This is an optimization exercise on Yosys and OpenROAD, whose aim is small area and a short achievable clock period, not a production implementation. RTL that was checked went through simulation tests only; none was proved equivalent to the original.

==> inputs of sierra <==
==> flow/design.v <==
`timescale 1ns/1ns
package bt656_pkg;
   typedef logic [7:0] byte_t;
   typedef logic [11:0] dim_t;
   typedef logic [15:0] frame_cnt_t;
   localparam int HDR_BIT_F = 6;
   localparam int HDR_BIT_V = 5;
   localparam int HDR_BIT_H = 4;
   localparam byte_t SYNC_PREAMBLE_FF = 8'hFF;
   localparam byte_t SYNC_PREAMBLE_00 = 8'h00;
   typedef enum logic [1:0]
   {
      WAIT_FRAME = 2'b00,
      WAIT_SAV   = 2'b01,
      ACTIVE     = 2'b10,
      BLANK      = 2'b11
   } line_state_e;
endpackage
`timescale 1ns/1ns
module bt656_header_decoder
(
   input  logic              clk,
   input  logic              rstn,
   input  logic              enable_i,
   input  bt656_pkg::byte_t  data_i,
   output logic              hdr_valid_o,
   output logic              is_eav_o,
   output logic              vblank_o,
   output logic              field_o,
   output bt656_pkg::byte_t  tap_byte_o
);
   localparam int DLY_LEN = 5;
   bt656_pkg::byte_t dly_q [0:DLY_LEN-1];
   bt656_pkg::byte_t xy_byte;
   logic  hit_q;
   always_ff @(posedge clk)
   begin
      dly_q[0] <= data_i;
      for (int i = 1; i < DLY_LEN; i++)
         dly_q[i] <= dly_q[i-1];
      if (!rstn)
      begin
         dly_q[0][0] <= 1'b0;
         dly_q[1][0] <= 1'b0;
         dly_q[2][0] <= 1'b0;
      end
   end
   always_ff @(posedge clk)
   begin
      hit_q <= rstn &&
               (dly_q[2] == bt656_pkg::SYNC_PREAMBLE_FF) &&
               (dly_q[1] == bt656_pkg::SYNC_PREAMBLE_00) &&
               (dly_q[0] == bt656_pkg::SYNC_PREAMBLE_00);
   end
   assign xy_byte = dly_q[0];
   assign hdr_valid_o = enable_i && hit_q;
   assign is_eav_o = xy_byte[bt656_pkg::HDR_BIT_H];
   assign vblank_o = xy_byte[bt656_pkg::HDR_BIT_V];
   assign field_o  = xy_byte[bt656_pkg::HDR_BIT_F];
   assign tap_byte_o = dly_q[DLY_LEN-1];
endmodule
`timescale 1ns/1ns
module bt656_line_tracker
(
   input  logic                  clk,
   input  logic                  rstn,
   input  logic                  enable_i,
   input  logic                  err_clr_i,
   input  logic                  hdr_valid_i,
   input  logic                  is_eav_i,
   input  logic                  vblank_i,
   input  logic                  field_i,
   input  bt656_pkg::byte_t      tap_byte_i,
   input  logic                  fifo_full_i,
   output logic                  wr_en_o,
   output bt656_pkg::byte_t      wr_byte_o,
   output logic                  wr_sof_o,
   output logic                  wr_eol_o,
   output bt656_pkg::dim_t       width_o,
   output bt656_pkg::dim_t       height_o,
   output logic                  size_err_o,
   output bt656_pkg::frame_cnt_t frame_cnt_o,
   output logic                  overflow_o
);
   localparam int LEN_W = 13;
   logic             frame_seen_q, active_q, wr_req_q;
   logic [1:0]       skip_q;
   logic             field_q;
   logic             sof_pend_q;
   logic             new_frame, sav_active, eav_det, line_end, sav_start;
   logic [LEN_W-1:0] line_bytes_q, line_len_q;
   logic             width_valid_q, height_valid_q;
   bt656_pkg::dim_t  line_cnt_q, height_q;
   logic             width_err, height_err;
   assign new_frame  = hdr_valid_i && field_q && !field_i;
   assign sav_active = hdr_valid_i && !is_eav_i && !vblank_i;
   assign eav_det    = hdr_valid_i && is_eav_i;
   assign line_end  = wr_req_q && eav_det;
   assign sav_start = frame_seen_q && !active_q && sav_active;
   assign width_err  = width_valid_q && (line_bytes_q != line_len_q);
   assign height_err = height_valid_q && (line_cnt_q != height_q);
   assign wr_en_o   = wr_req_q && !fifo_full_i;
   assign wr_byte_o = tap_byte_i;
   assign wr_sof_o  = sof_pend_q;
   assign wr_eol_o  = eav_det;
   assign width_o  = line_len_q[LEN_W-1:1];
   assign height_o = height_q;
   always_ff @(posedge clk)
   begin
      if (sav_start)
      begin
         skip_q       <= 2'd3;
         line_bytes_q <= LEN_W'(1);
      end
      else
      begin
         if (active_q && !wr_req_q)
            skip_q <= skip_q - 1'b1;
         if (wr_req_q)
            line_bytes_q <= line_bytes_q + 1'b1;
      end
      if (line_end)
         line_cnt_q <= line_cnt_q + 1'b1;
      if (wr_en_o)
         sof_pend_q <= 1'b0;
      if (new_frame)
      begin
         line_cnt_q <= '0;
         sof_pend_q <= 1'b1;
      end
   end
   always_ff @(posedge clk)
   begin
      if (!rstn || !enable_i)
      begin
         frame_seen_q   <= 1'b0;
         active_q       <= 1'b0;
         wr_req_q       <= 1'b0;
         field_q        <= 1'b0;
         line_len_q     <= '0;
         width_valid_q  <= 1'b0;
         height_q       <= '0;
         height_valid_q <= 1'b0;
         size_err_o     <= 1'b0;
         overflow_o     <= 1'b0;
         frame_cnt_o    <= '0;
      end
      else
      begin
         if (hdr_valid_i)
            field_q <= field_i;
         if (sav_start)
            active_q <= 1'b1;
         else if (active_q && !wr_req_q && skip_q == 2'd0)
            wr_req_q <= 1'b1;
         if (line_end)
         begin
            active_q <= 1'b0;
            wr_req_q <= 1'b0;
         end
         if (line_end)
         begin
            line_len_q    <= line_bytes_q;
            width_valid_q <= 1'b1;
         end
         if (new_frame)
         begin
            frame_cnt_o  <= frame_cnt_o + 1'b1;
            frame_seen_q <= 1'b1;
            if (frame_seen_q)
            begin
               height_q       <= line_cnt_q;
               height_valid_q <= 1'b1;
            end
         end
         if (err_clr_i)
         begin
            size_err_o <= 1'b0;
            overflow_o <= 1'b0;
         end
         if ((line_end && width_err) || (new_frame && height_err))
            size_err_o <= 1'b1;
         if (wr_req_q && fifo_full_i)
            overflow_o <= 1'b1;
      end
   end
endmodule
`timescale 1ns/1ns
module line_fifo
#(
   parameter int FIFO_DEPTH = 64
)
(
   input  logic             clk,
   input  logic             rstn,
   input  logic             flush_i,
   input  logic             wr_en_i,
   input  bt656_pkg::byte_t wr_byte_i,
   input  logic             wr_sof_i,
   input  logic             wr_eol_i,
   output logic             full_o,
   input  logic             rd_req_i,
   output logic             not_empty_o,
   output bt656_pkg::byte_t rd_byte_o,
   output logic             rd_sof_o,
   output logic             rd_eol_o
);
   localparam int ENTRY_W = 10;
   localparam int GRP     = 8;
   logic [ENTRY_W-1:0] sr [0:FIFO_DEPTH-2];
   logic [ENTRY_W-1:0] wr_entry, next_entry;
   logic [GRP-1:0]     lo_q, hi_q;
   logic [ENTRY_W-1:0] grp [0:GRP-1];
   logic [ENTRY_W-1:0] next_acc [0:GRP];
   logic               ne_q, one_q, full_q;
   logic               wr_ok, rd_ok, inc, dec, two_up, at_zero, up, down;
   logic               cnt_2, cnt_63, load_wr;
   bt656_pkg::byte_t   head_byte_q;
   logic               head_sof_q, head_eol_q;
   assign wr_entry = {wr_eol_i, wr_sof_i, wr_byte_i};
   assign wr_ok    = wr_en_i && !full_q;
   assign rd_ok    = rd_req_i && ne_q;
   assign inc      = wr_ok && !rd_ok;
   assign dec      = rd_ok && !wr_ok;
   assign two_up   = ne_q && !one_q;
   assign at_zero  = lo_q[0] && hi_q[0];
   assign cnt_2    = two_up && at_zero;
   assign cnt_63   = lo_q[5] && hi_q[7];
   assign up       = inc && two_up;
   assign down     = dec && two_up && !at_zero;
   always_ff @(posedge clk)
   begin
      if (wr_ok)
      begin
         sr[0] <= wr_entry;
         for (int i = 1; i < FIFO_DEPTH-1; i++)
            sr[i] <= sr[i-1];
      end
   end
   for (genvar h = 0; h < GRP; h++)
   begin : g_grp
      logic [ENTRY_W-1:0] acc [0:GRP];
      assign acc[0] = '0;
      for (genvar l = 0; l < GRP; l++)
      begin : g_term
         if (GRP*h + l < FIFO_DEPTH-1)
         begin : g_used
            assign acc[l+1] = acc[l] | ({ENTRY_W{lo_q[l]}} & sr[GRP*h + l]);
         end
         else
         begin : g_none
            assign acc[l+1] = acc[l];
         end
      end
      assign grp[h] = acc[GRP];
   end
   for (genvar h = 0; h <= GRP; h++)
   begin : g_next
      if (h == 0)
      begin : g_first
         assign next_acc[0] = '0;
      end
      else
      begin : g_rest
         assign next_acc[h] = next_acc[h-1] | ({ENTRY_W{hi_q[h-1]}} & grp[h-1]);
      end
   end
   assign next_entry = next_acc[GRP];
   assign load_wr = rd_ok ? one_q : !ne_q;
   always_ff @(posedge clk)
   begin
      if (load_wr)
         head_byte_q <= wr_byte_i;
      else if (rd_ok)
         head_byte_q <= next_entry[ENTRY_W-3:0];
   end
   always_ff @(posedge clk)
   begin
      if (!rstn || flush_i)
      begin
         lo_q       <= GRP'(1);
         hi_q       <= GRP'(1);
         ne_q       <= 1'b0;
         one_q      <= 1'b0;
         full_q     <= 1'b0;
         head_sof_q <= 1'b0;
         head_eol_q <= 1'b0;
      end
      else
      begin
         if (up)
         begin
            lo_q <= {lo_q[GRP-2:0], lo_q[GRP-1]};
            if (lo_q[GRP-1])
               hi_q <= {hi_q[GRP-2:0], hi_q[GRP-1]};
         end
         else if (down)
         begin
            lo_q <= {lo_q[0], lo_q[GRP-1:1]};
            if (lo_q[0])
               hi_q <= {hi_q[0], hi_q[GRP-1:1]};
         end
         if (wr_ok)
            ne_q <= 1'b1;
         else if (rd_ok && one_q)
            ne_q <= 1'b0;
         if (inc)
            one_q <= !ne_q;
         else if (dec)
            one_q <= cnt_2;
         if (inc && cnt_63)
            full_q <= 1'b1;
         else if (rd_ok)
            full_q <= 1'b0;
         if (load_wr)
         begin
            head_sof_q <= wr_ok && wr_sof_i;
            head_eol_q <= wr_ok && wr_eol_i;
         end
         else if (rd_ok)
         begin
            head_sof_q <= next_entry[ENTRY_W-2];
            head_eol_q <= next_entry[ENTRY_W-1];
         end
      end
   end
   assign full_o      = full_q;
   assign not_empty_o = ne_q;
   assign rd_byte_o   = head_byte_q;
   assign rd_sof_o    = head_sof_q;
   assign rd_eol_o    = head_eol_q;
endmodule
`timescale 1ns/1ns
module bt656_rx_top
#(
   parameter int FIFO_DEPTH = 64
)
(
   input  logic        clk,
   input  logic        rstn,
   input  logic        rx_enable_i,
   input  logic        size_err_clr_i,
   input  logic [7:0]  bt656_data_i,
   output logic        m_axis_tvalid_o,
   input  logic        m_axis_tready_i,
   output logic [7:0]  m_axis_tdata_o,
   output logic        m_axis_tuser_o,
   output logic        m_axis_tlast_o,
   output logic [11:0] width_o,
   output logic [11:0] height_o,
   output logic        size_err_o,
   output logic        overflow_o,
   output logic [15:0] frame_cnt_o
);
   logic  wr_en, wr_sof, wr_eol, fifo_full;
   bt656_pkg::byte_t wr_byte;
   logic  fifo_ne, rd_req, head_sof, head_eol;
   bt656_pkg::byte_t head_byte;
   logic  hdr_valid, is_eav, vblank, field;
   bt656_pkg::byte_t tap_byte;
   bt656_header_decoder u_decoder
   (
      .clk      (clk),
      .rstn     (rstn),
      .enable_i (rx_enable_i),
      .data_i   (bt656_data_i),
      .hdr_valid_o (hdr_valid),
      .is_eav_o    (is_eav),
      .vblank_o    (vblank),
      .field_o     (field),
      .tap_byte_o  (tap_byte)
   );
   bt656_line_tracker u_tracker
   (
      .clk         (clk),
      .rstn        (rstn),
      .enable_i    (rx_enable_i),
      .err_clr_i   (size_err_clr_i),
      .hdr_valid_i (hdr_valid),
      .is_eav_i    (is_eav),
      .vblank_i    (vblank),
      .field_i     (field),
      .tap_byte_i  (tap_byte),
      .fifo_full_i (fifo_full),
      .wr_en_o     (wr_en),
      .wr_byte_o   (wr_byte),
      .wr_sof_o    (wr_sof),
      .wr_eol_o    (wr_eol),
      .width_o     (width_o),
      .height_o    (height_o),
      .size_err_o  (size_err_o),
      .frame_cnt_o (frame_cnt_o),
      .overflow_o  (overflow_o)
   );
   line_fifo #(.FIFO_DEPTH(FIFO_DEPTH)) u_fifo
   (
      .clk       (clk),
      .rstn      (rstn),
      .flush_i   (!rx_enable_i),
      .wr_en_i   (wr_en),
      .wr_byte_i (wr_byte),
      .wr_sof_i  (wr_sof),
      .wr_eol_i  (wr_eol),
      .full_o    (fifo_full),
      .rd_req_i  (rd_req),
      .not_empty_o (fifo_ne),
      .rd_byte_o (head_byte),
      .rd_sof_o  (head_sof),
      .rd_eol_o  (head_eol)
   );
   assign m_axis_tvalid_o = fifo_ne && rx_enable_i;
   assign m_axis_tdata_o  = head_byte;
   assign m_axis_tuser_o  = rx_enable_i && head_sof;
   assign m_axis_tlast_o  = rx_enable_i && head_eol;
   assign rd_req          = rx_enable_i && m_axis_tready_i;
endmodule
==> flow/flow/run.sh <==
#!/bin/bash
# The standard layout with two changes: clock tree synthesis adds no
# dummy loads, and the port buffers start at buf_1 (repair resizes them).
set -euo pipefail
cd "$(dirname "$0")/.."
export CTS_ARGS="-sink_clustering_enable -repair_clock_nets -dont_use_dummy_load -sink_clustering_size 20 -sink_clustering_max_diameter 60 -buf_list sky130_fd_sc_hd__clkbuf_8"
export BUFFER_PORTS_ARGS="-buffer_cell sky130_fd_sc_hd__buf_1"
bash standard.sh > standard_flow.log 2>&1
==> flow/standard.sh <==
#!/bin/bash
# synth_recipe.tcl (not shown) runs the flow's synth.tcl, then flattens the netlist and writes it again
# the make line also repeats each setting of config.mk as NAME=value (left out here)
make -C /OpenROAD-flow-scripts/flow DESIGN_CONFIG=/design/flow/config.mk WORK_HOME=/design/flow/orfs CLKGATE_MAP_FILE= SYNTH_SCRIPT=/design/flow/synth_recipe.tcl "${@:-finish}"
==> flow/config.mk <==
export PLATFORM = sky130hd
export DESIGN_NAME = bt656_rx_top
export DESIGN_NICKNAME = bt656_rx_top
export VERILOG_FILES = /design/flow/design.v
export SDC_FILE = /design/flow/constraint.sdc
export NUM_CORES = 4
export LEC_CHECK = 0
export CAP_MARGIN = 20
export CORE_MARGIN = 2
export CORE_UTILIZATION = 75
export CTS_CLUSTER_DIAMETER = 60
export CTS_CLUSTER_SIZE = 25
export SETUP_SLACK_MARGIN = 2.9
export SLEW_MARGIN = 20
==> flow/constraint.sdc <==
create_clock -name core_clock -period 5.5 [get_ports {clk}]
set_input_delay 1.1000 -clock core_clock [delete_from_list [all_inputs] [get_ports {clk}]]
set_output_delay 1.1000 -clock core_clock [all_outputs]
set_load 0.01 [all_outputs]
==> inputs of umber, as changes to sierra <==
--- a/flow/design.v
+++ b/flow/design.v
@@ -109,26 +109,2 @@
    begin
-      if (sav_start)
-      begin
-         skip_q       <= 2'd3;
-         line_bytes_q <= LEN_W'(1);
-      end
-      else
-      begin
-         if (active_q && !wr_req_q)
-            skip_q <= skip_q - 1'b1;
-         if (wr_req_q)
-            line_bytes_q <= line_bytes_q + 1'b1;
-      end
-      if (line_end)
-         line_cnt_q <= line_cnt_q + 1'b1;
-      if (wr_en_o)
-         sof_pend_q <= 1'b0;
-      if (new_frame)
-      begin
-         line_cnt_q <= '0;
-         sof_pend_q <= 1'b1;
-      end
-   end
-   always_ff @(posedge clk)
-   begin
       if (!rstn || !enable_i)
@@ -138,5 +114,9 @@
          wr_req_q       <= 1'b0;
+         skip_q         <= '0;
          field_q        <= 1'b0;
+         sof_pend_q     <= 1'b0;
+         line_bytes_q   <= LEN_W'(1);
          line_len_q     <= '0;
          width_valid_q  <= 1'b0;
+         line_cnt_q     <= '0;
          height_q       <= '0;
@@ -152,5 +132,12 @@
          if (sav_start)
+         begin
             active_q <= 1'b1;
-         else if (active_q && !wr_req_q && skip_q == 2'd0)
-            wr_req_q <= 1'b1;
+            skip_q   <= 2'd3;
+         end
+         else if (active_q && !wr_req_q)
+         begin
+            skip_q <= skip_q - 1'b1;
+            if (skip_q == 2'd0)
+               wr_req_q <= 1'b1;
+         end
          if (line_end)
@@ -162,9 +149,17 @@
          begin
+            line_bytes_q  <= LEN_W'(1);
             line_len_q    <= line_bytes_q;
             width_valid_q <= 1'b1;
+            line_cnt_q    <= line_cnt_q + 1'b1;
          end
+         else if (wr_req_q)
+            line_bytes_q <= line_bytes_q + 1'b1;
+         if (wr_en_o)
+            sof_pend_q <= 1'b0;
          if (new_frame)
          begin
+            sof_pend_q   <= 1'b1;
             frame_cnt_o  <= frame_cnt_o + 1'b1;
             frame_seen_q <= 1'b1;
+            line_cnt_q   <= '0;
             if (frame_seen_q)
@@ -212,4 +207,3 @@
    logic [GRP-1:0]     lo_q, hi_q;
-   logic [ENTRY_W-1:0] grp [0:GRP-1];
-   logic [ENTRY_W-1:0] next_acc [0:GRP];
+   logic [GRP-1:0]     grp [0:ENTRY_W-1];
    logic               ne_q, one_q, full_q;
@@ -239,31 +233,16 @@
    end
-   for (genvar h = 0; h < GRP; h++)
-   begin : g_grp
-      logic [ENTRY_W-1:0] acc [0:GRP];
-      assign acc[0] = '0;
-      for (genvar l = 0; l < GRP; l++)
-      begin : g_term
-         if (GRP*h + l < FIFO_DEPTH-1)
-         begin : g_used
-            assign acc[l+1] = acc[l] | ({ENTRY_W{lo_q[l]}} & sr[GRP*h + l]);
-         end
-         else
-         begin : g_none
-            assign acc[l+1] = acc[l];
+   always_comb
+   begin
+      for (int b = 0; b < ENTRY_W; b++)
+      begin
+         for (int h = 0; h < GRP; h++)
+         begin
+            grp[b][h] = 1'b0;
+            for (int l = 0; l < GRP; l++)
+               if (GRP*h + l < FIFO_DEPTH-1)
+                  grp[b][h] = grp[b][h] | (lo_q[l] & sr[GRP*h + l][b]);
          end
-      end
-      assign grp[h] = acc[GRP];
-   end
-   for (genvar h = 0; h <= GRP; h++)
-   begin : g_next
-      if (h == 0)
-      begin : g_first
-         assign next_acc[0] = '0;
-      end
-      else
-      begin : g_rest
-         assign next_acc[h] = next_acc[h-1] | ({ENTRY_W{hi_q[h-1]}} & grp[h-1]);
+         next_entry[b] = |(hi_q & grp[b]);
       end
    end
-   assign next_entry = next_acc[GRP];
    assign load_wr = rd_ok ? one_q : !ne_q;
==> flow/flow/run.sh (replaced) <==
#!/bin/bash
# The standard layout with two changes: clock tree synthesis adds no
# dummy loads, and the port buffers start at buf_2 (repair resizes them).
set -euo pipefail
cd "$(dirname "$0")/.."
export CTS_ARGS="-sink_clustering_enable -repair_clock_nets -dont_use_dummy_load -sink_clustering_size 18 -sink_clustering_max_diameter 45 -buf_list sky130_fd_sc_hd__clkbuf_8"
export BUFFER_PORTS_ARGS="-buffer_cell sky130_fd_sc_hd__buf_1"
bash standard.sh > standard_flow.log 2>&1
CORE_UTILIZATION = 60   (was 75)
==> inputs of garnet, as changes to sierra <==
--- a/flow/design.v
+++ b/flow/design.v
@@ -109,26 +109,2 @@
    begin
-      if (sav_start)
-      begin
-         skip_q       <= 2'd3;
-         line_bytes_q <= LEN_W'(1);
-      end
-      else
-      begin
-         if (active_q && !wr_req_q)
-            skip_q <= skip_q - 1'b1;
-         if (wr_req_q)
-            line_bytes_q <= line_bytes_q + 1'b1;
-      end
-      if (line_end)
-         line_cnt_q <= line_cnt_q + 1'b1;
-      if (wr_en_o)
-         sof_pend_q <= 1'b0;
-      if (new_frame)
-      begin
-         line_cnt_q <= '0;
-         sof_pend_q <= 1'b1;
-      end
-   end
-   always_ff @(posedge clk)
-   begin
       if (!rstn || !enable_i)
@@ -138,5 +114,9 @@
          wr_req_q       <= 1'b0;
+         skip_q         <= '0;
          field_q        <= 1'b0;
+         sof_pend_q     <= 1'b0;
+         line_bytes_q   <= LEN_W'(1);
          line_len_q     <= '0;
          width_valid_q  <= 1'b0;
+         line_cnt_q     <= '0;
          height_q       <= '0;
@@ -152,5 +132,12 @@
          if (sav_start)
+         begin
             active_q <= 1'b1;
-         else if (active_q && !wr_req_q && skip_q == 2'd0)
-            wr_req_q <= 1'b1;
+            skip_q   <= 2'd3;
+         end
+         else if (active_q && !wr_req_q)
+         begin
+            skip_q <= skip_q - 1'b1;
+            if (skip_q == 2'd0)
+               wr_req_q <= 1'b1;
+         end
          if (line_end)
@@ -162,9 +149,17 @@
          begin
+            line_bytes_q  <= LEN_W'(1);
             line_len_q    <= line_bytes_q;
             width_valid_q <= 1'b1;
+            line_cnt_q    <= line_cnt_q + 1'b1;
          end
+         else if (wr_req_q)
+            line_bytes_q <= line_bytes_q + 1'b1;
+         if (wr_en_o)
+            sof_pend_q <= 1'b0;
          if (new_frame)
          begin
+            sof_pend_q   <= 1'b1;
             frame_cnt_o  <= frame_cnt_o + 1'b1;
             frame_seen_q <= 1'b1;
+            line_cnt_q   <= '0;
             if (frame_seen_q)
@@ -212,4 +207,3 @@
    logic [GRP-1:0]     lo_q, hi_q;
-   logic [ENTRY_W-1:0] grp [0:GRP-1];
-   logic [ENTRY_W-1:0] next_acc [0:GRP];
+   logic [GRP-1:0]     grp [0:ENTRY_W-1];
    logic               ne_q, one_q, full_q;
@@ -239,31 +233,16 @@
    end
-   for (genvar h = 0; h < GRP; h++)
-   begin : g_grp
-      logic [ENTRY_W-1:0] acc [0:GRP];
-      assign acc[0] = '0;
-      for (genvar l = 0; l < GRP; l++)
-      begin : g_term
-         if (GRP*h + l < FIFO_DEPTH-1)
-         begin : g_used
-            assign acc[l+1] = acc[l] | ({ENTRY_W{lo_q[l]}} & sr[GRP*h + l]);
-         end
-         else
-         begin : g_none
-            assign acc[l+1] = acc[l];
+   always_comb
+   begin
+      for (int b = 0; b < ENTRY_W; b++)
+      begin
+         for (int h = 0; h < GRP; h++)
+         begin
+            grp[b][h] = 1'b0;
+            for (int l = 0; l < GRP; l++)
+               if (GRP*h + l < FIFO_DEPTH-1)
+                  grp[b][h] = grp[b][h] | (lo_q[l] & sr[GRP*h + l][b]);
          end
-      end
-      assign grp[h] = acc[GRP];
-   end
-   for (genvar h = 0; h <= GRP; h++)
-   begin : g_next
-      if (h == 0)
-      begin : g_first
-         assign next_acc[0] = '0;
-      end
-      else
-      begin : g_rest
-         assign next_acc[h] = next_acc[h-1] | ({ENTRY_W{hi_q[h-1]}} & grp[h-1]);
+         next_entry[b] = |(hi_q & grp[b]);
       end
    end
-   assign next_entry = next_acc[GRP];
    assign load_wr = rd_ok ? one_q : !ne_q;
==> flow/flow/run.sh (replaced) <==
#!/bin/bash
# The standard layout with two changes: clock tree synthesis adds no
# dummy loads, and the port buffers start at buf_2 (repair resizes them).
set -euo pipefail
cd "$(dirname "$0")/.."
export CTS_ARGS="-sink_clustering_enable -repair_clock_nets -dont_use_dummy_load -sink_clustering_size 25 -sink_clustering_max_diameter 60"
export BUFFER_PORTS_ARGS="-buffer_cell sky130_fd_sc_hd__buf_2"
bash standard.sh > standard_flow.log 2>&1
CORE_UTILIZATION = 40   (was 75)
SETUP_SLACK_MARGIN = 3.0   (was 2.9)
==> impl_metrics.xml <==
<?xml version="1.0" encoding="UTF-8"?>
<metrics>
  <group name="status">
    <metric name="run_status" unit="">finished clean</metric>
  </group>
  <group name="synth">
    <metric name="share_of_cell_area_taken_by_muxes_after_synthesis" unit="%">0.541</metric>
    <metric name="ys_seq_area_share" unit="%">77.8</metric>
  </group>
  <group name="layout">
    <metric name="multi_input_area" unit="µm²">5680</metric>
    <metric name="multi_input_cells" unit="">839</metric>
  </group>
  <group name="sta">
    <metric name="tightestPinTransition" unit="ns">1.12</metric>
  </group>
  <group name="clock_network">
    <metric name="cts.root.buffer_cell" unit="">sky130_fd_sc_hd__clkbuf_8</metric>
  </group>
  <group name="critical_path">
    <metric name="cp_slowest_stage_delay" unit="ns">0.15</metric>
  </group>
  <group name="place">
    <metric name="detailed_placer_s_ending_hpwl" unit="µm">31300</metric>
  </group>
</metrics>
Source of the figures above: umber

==> impl_metrics.xml <==
<?xml version="1.0" encoding="UTF-8"?>
<metrics>
  <group name="critical_path">
    <metric name="critPathTopFamily" unit="">buffers and inverters</metric>
    <metric name="cp_slowest_stage_delay" unit="ns">0.16</metric>
  </group>
  <group name="layout">
    <metric name="multi_input_cells" unit="">839</metric>
  </group>
  <group name="synth">
    <metric name="ys_seq_area_share" unit="%">77.8</metric>
    <metric name="share_of_cell_area_taken_by_muxes_after_synthesis" unit="%">0.541</metric>
  </group>
  <group name="status">
    <metric name="run_status" unit="">finished clean</metric>
  </group>
  <group name="sta">
    <metric name="tightestPinTransition" unit="ns">1.21</metric>
  </group>
</metrics>
Source of the figures above: garnet

==> impl_metrics.xml <==
<?xml version="1.0" encoding="UTF-8"?>
<metrics>
  <group name="layout">
    <metric name="multi_input_cells" unit="">843</metric>
    <metric name="multi_input_area" unit="µm²">5650</metric>
  </group>
  <group name="status">
    <metric name="run_status" unit="">finished clean</metric>
  </group>
  <group name="critical_path">
    <metric name="cp_slowest_stage_delay" unit="ns">0.15</metric>
  </group>
  <group name="synth">
    <metric name="ys_seq_area_share" unit="%">78.0</metric>
  </group>
  <group name="sta">
    <metric name="tightestPinTransition" unit="ns">1.06</metric>
  </group>
</metrics>
Source of the figures above: sierra

Only the layout flow was run in umber and garnet; the RTL was not checked for function there.

[port drivers added, routing unchanged]
The results above use ideal ports. As a check the final layouts listed here were re-extracted and re-timed, cells and wires unchanged.
Step 1, drivers: a clkbuf_16 drives clk and a buf_2 each remaining input, both assumed.
Step 2 moves the port delays by t, midway between the first and last clock arrival at a register: inputs arrive t later, outputs are due t later. That takes back most of the time a late clock gives input paths.
Slacks: ideal / step 1 / step 2; pairs: ideal / step 1.
run	t (ns)	setup slack, ns	worst setup path after step 2	slew at the worst register clock pin (ns)	worst slew at a driven data input, ns
sierra	0.696	2.930 / 2.884 / 2.408	input to register	0.12 / 0.12	0.06
umber	0.706	2.913 / 2.867 / 2.539	input to register	0.10 / 0.10	0.06
garnet	0.641	2.916 / 2.845 / 2.445	input to register	0.10 / 0.10	0.10
After both steps every run listed still meets setup and hold. The setup slack of sierra, which loses most, moves by -0.046 ns with the drivers and by -0.522 ns with both steps.
